This is an optimization exercise on Yosys and OpenROAD, whose aim is small area and a short achievable clock period, not a production implementation.
The RTL was checked by simulation tests, not by an equivalence proof against the original design.
Power figures rest on the tool's default switching activity, not on a simulated workload.

// spi_wrapper
module spi_wrapper
(
  input  logic clk,
  input  logic rst_n,
  input  logic MOSI,
  output logic MISO,
  input  logic SS_n
);
clock: 5.5 ns
lec_check: 0
cap_margin: 20
core_margin: 2
core_utilization: 72
cts_cluster_diameter: 60
cts_cluster_size: 30
setup_slack_margin: 3.6
slew_margin: 20
run.sh (not shown) runs the stock make flow with config.mk's settings and CLKGATE_MAP_FILE= SYNTH_SCRIPT=/design/flow/synth_recipe.tcl, a recipe that flattens the netlist after the stock synthesis.
Next try:
Settings changed: CTS_CLUSTER_DIAMETER 60 to 50, CTS_CLUSTER_SIZE 30 to 25, SETUP_SLACK_MARGIN 3.6 to 3.3.
Result:
- setup slack gets worse by 0.020 ns
- wire length climbs by 1.7%
- flip-flop and latch count stays the same
Next try:
Settings changed: CORE_UTILIZATION 72 to 60, CTS_CLUSTER_DIAMETER 50 to 60, CTS_CLUSTER_SIZE 25 to 30, PLACE_DENSITY set to 0.85.
Critical path depth goes up by 2; final area came out lower by 2.4%; routed wire length goes down by 0.98%; sequential power barely changes; global-route usage drops by 5.2 points; power fell by 8.5%; worst hold slack is worse by 0.015 ns; setup slack is worse by 0.020 ns; area after synthesis is unchanged; die area increases by 20%.
Next try:
Settings changed: CORE_UTILIZATION 60 to 72, PLACE_DENSITY 0.85 to not set.
After rerunning: First-iteration DRC count fell by about a fifth; power fell slightly; hold slack improves by 0.017 ns; sequential power stays flat.

---

== v46 ==
The RTL this note starts from:
==> flow/design.v <==
`default_nettype none
package spi_wrapper_pkg;
  typedef logic [2:0] spi_state_t;
  typedef logic [1:0] spi_cmd_t;
  localparam logic [2:0] IDLE      = 3'b000;
  localparam logic [2:0] CHK_CMD   = 3'b001;
  localparam logic [2:0] WRITE     = 3'b010;
  localparam logic [2:0] READ_ADD  = 3'b011;
  localparam logic [2:0] READ_DATA = 3'b100;
  localparam logic [1:0] c_CMD_WR_ADDR = 2'b00;
  localparam logic [1:0] c_CMD_WR_DATA = 2'b01;
  localparam logic [1:0] c_CMD_RD_ADDR = 2'b10;
  localparam logic [1:0] c_CMD_RD_DATA = 2'b11;
  localparam int c_FRAME_BITS = 10;
endpackage
`default_nettype wire
`default_nettype none
module spi_slave
(
  input  logic       clk,
  input  logic       rst_n,
  input  logic       MOSI,
  input  logic       SS_n,
  input  logic [7:0] rd_byte_i,    
  output logic [9:0] frame_o,
  output logic       rx_valid_o,
  output logic       MISO
);
  logic [3:0] state_q;
  logic       rd_frame_q;
  logic [9:0] shift_q;
  logic       rx_valid_q;
  logic       rd_addr_stored_q;
  logic [3:0] tx_left_q;         
  logic       miso_q;
  logic       w_last_bit;
  logic       w_tx_load;
  localparam logic [3:0] S_IDLE = 4'd0;
  localparam logic [3:0] S_CHK  = 4'd1;
  localparam logic [3:0] S_LAST = 4'd11;    
  localparam logic [3:0] S_DONE = 4'd12;
  assign w_last_bit = (state_q == S_LAST);
  assign w_tx_load  = rx_valid_q && (shift_q[9:8] == spi_wrapper_pkg::c_CMD_RD_DATA);
  always_ff @(posedge clk) begin
    shift_q <= {shift_q[8:0], MOSI};
    if (state_q == S_CHK) rd_frame_q <= MOSI;
  end
  always_ff @(posedge clk or negedge rst_n) begin
    if (!rst_n) begin
      state_q          <= S_IDLE;
      rx_valid_q       <= 1'b0;
      rd_addr_stored_q <= 1'b0;
    end else begin
      rx_valid_q <= !SS_n && w_last_bit;
      if (SS_n)                  state_q <= S_IDLE;
      else if (state_q != S_DONE) state_q <= state_q + 4'd1;
      if (!SS_n && w_last_bit && rd_frame_q) rd_addr_stored_q <= !rd_addr_stored_q;
    end
  end
  always_ff @(posedge clk or negedge rst_n) begin
    if (!rst_n) begin
      tx_left_q <= '0;
      miso_q    <= 1'b0;
    end else begin
      miso_q <= !SS_n && (tx_left_q != 4'd0) && rd_byte_i[3'(tx_left_q - 4'd1)];
      if (w_tx_load)                    tx_left_q <= 4'd8;
      else if (SS_n)                    tx_left_q <= '0;
      else if (tx_left_q != 4'd0)       tx_left_q <= tx_left_q - 4'd1;
    end
  end
  assign frame_o    = shift_q;
  assign rx_valid_o = rx_valid_q;
  assign MISO       = miso_q;
endmodule
`default_nettype wire
`default_nettype none
module spi_ram
(
  input  logic       clk,
  input  logic       rst_n,
  input  logic [9:0] frame_i,
  input  logic       rx_valid_i,
  output logic [7:0] rd_byte_o
);
  localparam int L  = 12;
  localparam int NT = 22;
  logic [7:0] ring_q [NT-1][L];
  logic [7:0] ring4_q [4];
  logic [3:0] phase_q;         
  logic [8:0] wr_loc_q;        
  logic       wr_loc_set_q;    
  logic [7:0] wr_data_q;
  logic       wr_pend_q;
  logic       wr_hit_q;        
  logic [3:0] rd_idx_q;        
  logic [5:0] rd_hi_q;         
  logic [3:0] rd_lo_q;         
  logic [7:0] rd_byte_q;
  logic cmd_wa, cmd_wd, cmd_ra;
  logic [8:0] w_loc;
  logic [3:0] w_phase_nx;
  logic [8:0] w_wr_loc_nx;
  logic       w_wr_pend_nx;
  logic       w_cap;
  logic [3:0] w_idx_p1;
  logic [7:0] w_head;
  logic [NT-1:0] w_wr_ring;
  logic [5:0] w_new_hi;
  logic [3:0] w_new_lo;
  function automatic logic [8:0] loc_of(input logic [7:0] a);
    logic [5:0] hi;
    hi = a[7:2] - 6'd42;
    if (a[7:2] < 6'd42) loc_of = {a[7:3], 1'b0, a[2:0]};
    else                loc_of = {hi[4:0], 2'b10, a[1:0]};
  endfunction
  function automatic logic at_head(input logic [4:0] rng, input logic [3:0] idx, input logic [3:0] ph);
    at_head = (idx[1:0] == ph[1:0]) && (rng == 5'd21 || idx[3:2] == ph[3:2]);
  endfunction
  assign cmd_wa = rx_valid_i && (frame_i[9:8] == spi_wrapper_pkg::c_CMD_WR_ADDR);
  assign cmd_wd = rx_valid_i && (frame_i[9:8] == spi_wrapper_pkg::c_CMD_WR_DATA);
  assign cmd_ra = rx_valid_i && (frame_i[9:8] == spi_wrapper_pkg::c_CMD_RD_ADDR);
  assign w_loc  = loc_of(frame_i[7:0]);
  assign w_phase_nx = (phase_q == 4'd11) ? 4'd0 : phase_q + 4'd1;
  always_ff @(posedge clk) phase_q <= w_phase_nx;
  always_comb begin
    w_wr_loc_nx = wr_loc_q;
    if (cmd_wa) w_wr_loc_nx = w_loc;
    else if (cmd_wd && !wr_loc_set_q) w_wr_loc_nx = '0;
  end
  assign w_wr_pend_nx = cmd_wd || (wr_pend_q && !wr_hit_q);
  always_ff @(posedge clk) begin
    wr_loc_q  <= w_wr_loc_nx;
    wr_pend_q <= w_wr_pend_nx;
    wr_hit_q  <= w_wr_pend_nx && at_head(w_wr_loc_nx[8:4], w_wr_loc_nx[3:0], w_phase_nx);
    if (rx_valid_i) wr_data_q <= frame_i[7:0];
  end
  for (genvar t = 0; t < NT; t++) begin : g_dec
    assign w_wr_ring[t] = (wr_loc_q[8:4] == 5'(t));
  end
  for (genvar t = 0; t < NT - 1; t++) begin : g_ring
    always_ff @(posedge clk) begin
      for (int i = 0; i < L - 1; i++) ring_q[t][i] <= ring_q[t][i+1];
      ring_q[t][L-1] <= (wr_hit_q && w_wr_ring[t]) ? wr_data_q : ring_q[t][0];
    end
  end
  always_ff @(posedge clk) begin
    for (int i = 0; i < 3; i++) ring4_q[i] <= ring4_q[i+1];
    ring4_q[3] <= (wr_hit_q && w_wr_ring[NT-1]) ? wr_data_q : ring4_q[0];
  end
  for (genvar h = 0; h < 6; h++) begin : g_hi
    assign w_new_hi[h] = (w_loc[8:6] == 3'(h));
  end
  for (genvar l = 0; l < 4; l++) begin : g_lo
    assign w_new_lo[l] = (w_loc[5:4] == 2'(l));
  end
  assign w_idx_p1 = (w_loc[3:0] == 4'd11) ? 4'd0 : w_loc[3:0] + 4'd1;
  always_ff @(posedge clk or negedge rst_n) begin
    if (!rst_n) begin
      wr_loc_set_q <= 1'b0;
      rd_idx_q     <= 4'd1;
      rd_hi_q      <= 6'b000001;
      rd_lo_q      <= 4'b0001;
    end else begin
      if (cmd_wa || cmd_wd) wr_loc_set_q <= 1'b1;
      if (cmd_ra) begin
        rd_idx_q <= w_idx_p1;
        rd_hi_q  <= w_new_hi;
        rd_lo_q  <= w_new_lo;
      end
    end
  end
  always_comb begin
    logic [7:0] grp;
    w_head = '0;
    for (int h = 0; h < 6; h++) begin
      grp = '0;
      for (int l = 0; l < 4; l++) begin
        if (4 * h + l < NT - 1)       grp |= rd_lo_q[l] ? ring_q[4*h+l][L-1] : 8'd0;
        else if (4 * h + l == NT - 1) grp |= rd_lo_q[l] ? ring4_q[3] : 8'd0;
      end
      w_head |= rd_hi_q[h] ? grp : 8'd0;
    end
  end
  assign w_cap = (rd_idx_q[1:0] == phase_q[1:0]) &&
                 ((rd_hi_q[5] && rd_lo_q[1]) || rd_idx_q[3:2] == phase_q[3:2]);
  always_ff @(posedge clk) begin
    if (w_cap) rd_byte_q <= w_head;
  end
  assign rd_byte_o = rd_byte_q;
endmodule
`default_nettype wire
`default_nettype none
module spi_wrapper
(
  input  logic clk,
  input  logic rst_n,
  input  logic MOSI,
  output logic MISO,
  input  logic SS_n
);
  logic [9:0] frame;
  logic       rx_valid;
  logic [7:0] rd_byte;
  spi_slave SPI_INSATNCE (
    .clk        (clk),
    .rst_n      (rst_n),
    .MOSI       (MOSI),
    .SS_n       (SS_n),
    .rd_byte_i  (rd_byte),
    .frame_o    (frame),
    .rx_valid_o (rx_valid),
    .MISO       (MISO)
  );
  spi_ram RAM_INSTANCE (
    .clk        (clk),
    .rst_n      (rst_n),
    .frame_i    (frame),
    .rx_valid_i (rx_valid),
    .rd_byte_o  (rd_byte)
  );
endmodule
`default_nettype wire
Settings: LEC_CHECK=0, CAP_MARGIN=20, CORE_MARGIN=2, CORE_UTILIZATION=72, CTS_CLUSTER_DIAMETER=55, CTS_CLUSTER_SIZE=28, SETUP_SLACK_MARGIN=3.3, SLEW_MARGIN=20; clock period 5.5 ns.
v46 has completed all stages; timing, DRC and antenna checks passed.
[inputs] v52 vs v46
- CTS_CLUSTER_SIZE now 30, was 28
- CTS_CLUSTER_DIAMETER now 60, was 55
On post-route cell area, the higher figure sits with v46, not v52.
Compared with v46, maximum achievable frequency in v52 increased slightly.
Between v52 and v46, it is v52 whose total number of vias is lower, by 198.
Summary of v52 over v46: fraction of the core area covered by cells at the end of the flow shows a reduction of 0.99 points; cell count down 34; register share of the cell area increased by 1.0 points relative to the old numbers; clock period minus worst slack fell by 15 ps; initial core utilization has remained practically unchanged.
As far as share of the yosys chip area belonging to registers goes, v52 and v46 are indistinguishable; the numbers are identical.
Post-route worst setup slack sits higher in v52 than in v46.
Edits applied to the flow inputs when going from v52 to v9:
==> flow/flow/run.sh (new file) <==
#!/bin/bash
# Standard layout, with one placement step added: the flip-flop that drives
# the MISO port is placed next to the port before global placement, then
# released so detailed placement can legalise it. Everything else is
# the standard.sh (standard synthesis, floorplan, CTS, routing, finish).
set -euo pipefail
RES="$PWD/orfs/results/$FLOW_PLATFORM/spi_wrapper/base"
bash standard.sh "$RES/3_2_place_iop.odb" > std_to_place_iop.log 2>&1
openroad -no_init -exit flow/pin_out_ff.tcl > pin_out_ff.log 2>&1
bash standard.sh "$RES/3_3_place_gp.odb" > std_place_gp.log 2>&1
openroad -no_init -exit flow/release_out_ff.tcl > release_out_ff.log 2>&1
bash standard.sh > std_finish.log 2>&1
==> flow/flow/pin_out_ff.tcl (new file) <==
# Place the register driving each output port on the core row next to the
# port and mark it FIRM so global placement keeps it there.
set res "$::env(PWD)/orfs/results/$::env(FLOW_PLATFORM)/spi_wrapper/base"
read_db $res/3_2_place_iop.odb
set block [ord::get_db_block]
set rows [$block getRows]
foreach bt [$block getBTerms] {
  if {[$bt getIoType] ne "OUTPUT"} { continue }
  set net [$bt getNet]
  set drv ""
  foreach it [$net getITerms] {
    if {[$it getIoType] eq "OUTPUT"} { set drv [$it getInst] }
  }
  if {$drv eq ""} { continue }
  set bb [$bt getBBox]
  set px [expr {([$bb xMin] + [$bb xMax]) / 2}]
  set py [expr {([$bb yMin] + [$bb yMax]) / 2}]
  # nearest row, then the nearest site in it that keeps the cell inside the row
  set best ""; set bestd 1e18
  foreach row $rows {
    set rb [$row getBBox]
    set cy [expr {([$rb yMin] + [$rb yMax]) / 2}]
    set d [expr {abs($cy - $py)}]
    if {$d < $bestd} { set bestd $d; set best $row }
  }
  set rb [$best getBBox]
  set sw [[$best getSite] getWidth]
  set w [[$drv getMaster] getWidth]
  set x [expr {max([$rb xMin], min($px - $w / 2, [$rb xMax] - $w))}]
  set x [expr {[$rb xMin] + (($x - [$rb xMin]) / $sw) * $sw}]
  $drv setOrient [$best getOrient]
  $drv setLocation $x [$rb yMin]
  $drv setPlacementStatus FIRM
  puts "placed [$drv getName] for port [$bt getName] at $x [$rb yMin]"
}
write_db $res/3_2_place_iop.odb
==> flow/flow/release_out_ff.tcl (new file) <==
# Let the registers placed by pin_out_ff.tcl move again for legalisation.
set res "$::env(PWD)/orfs/results/$::env(FLOW_PLATFORM)/spi_wrapper/base"
read_db $res/3_3_place_gp.odb
set block [ord::get_db_block]
foreach inst [$block getInsts] {
  if {[$inst getPlacementStatus] eq "FIRM"} {
    $inst setPlacementStatus PLACED
    puts "released [$inst getName] at [$inst getLocation]"
  }
}
write_db $res/3_3_place_gp.odb
==> flow/standard.sh (new file) <==
#!/bin/bash
# synth_recipe.tcl (not shown) runs the flow's synth.tcl, then flattens the netlist and writes it again
# the make line also repeats each setting of config.mk as NAME=value (left out here)
make -C /OpenROAD-flow-scripts/flow DESIGN_CONFIG=/design/flow/config.mk WORK_HOME=/design/flow/orfs CLKGATE_MAP_FILE= SYNTH_SCRIPT=/design/flow/synth_recipe.tcl "${@:-finish}"
removed: flow/run.sh
Findings:
- v9: full flow OK, the timing, design-rule and antenna checks passed
- On power consumption, v52 loses to v9.
- v9 against v52: first-pass GRT wire length shows no meaningful change, layout sequential cell count held steady, clock latency reported for the late side of the worst-skew pair flat, met3 capacity usage during global routing now sits higher.
- From v52 to v9, adder-cell area share of the yosys netlist did not move at all.
- Placed cell area of v9 is on par with v52.

## re-timing with driven ports
The flow's constraints put no driver on any port. The routed layouts listed below were extracted and timed again, unchanged, in two steps.
Step 1 sets driving cells, clkbuf_16 on the clock port and buf_2 on the other inputs (assumed; they add their load-dependent delay and slew).
Step 2 also shifts input and output timing later by t, the mid clock arrival at the registers, as if the neighbouring blocks saw the same clock.
a / b / c = ideal ports / drivers / drivers and shift; a / b = the first two.
| run | t, ns | slack for setup (ns) | latest minus earliest clock arrival (ns) | slew at the worst register clock pin (ns) |
|---|---|---|---|---|
| the first run of note 1 | 0.727 | 3.200 / 3.133 / 2.990 | 0.046 / 0.046 | 0.12 / 0.12 |
| the second run of note 1 | 0.750 | 3.180 / 3.114 / 2.919 | 0.024 / 0.024 | 0.10 / 0.10 |
| the third run of note 1 | 0.732 | 3.160 / 3.147 / 3.160 | 0.040 / 0.040 | 0.11 / 0.11 |
| the fourth run of note 1 | 0.724 | 3.193 / 3.128 / 2.905 | 0.035 / 0.035 | 0.11 / 0.11 |
| v46 | 0.730 | 3.151 / 3.085 / 2.944 | 0.045 / 0.044 | 0.12 / 0.12 |
| v52 | 0.720 | 3.166 / 3.099 / 2.942 | 0.040 / 0.040 | 0.11 / 0.11 |
| v9 | 0.731 | 3.222 / 3.154 / 3.178 | 0.040 / 0.040 | 0.11 / 0.11 |
After both steps setup and hold are still met in every run listed. The setup slack of the fourth run of note 1, which loses most, moves by -0.065 ns with the drivers and by -0.288 ns with both steps.
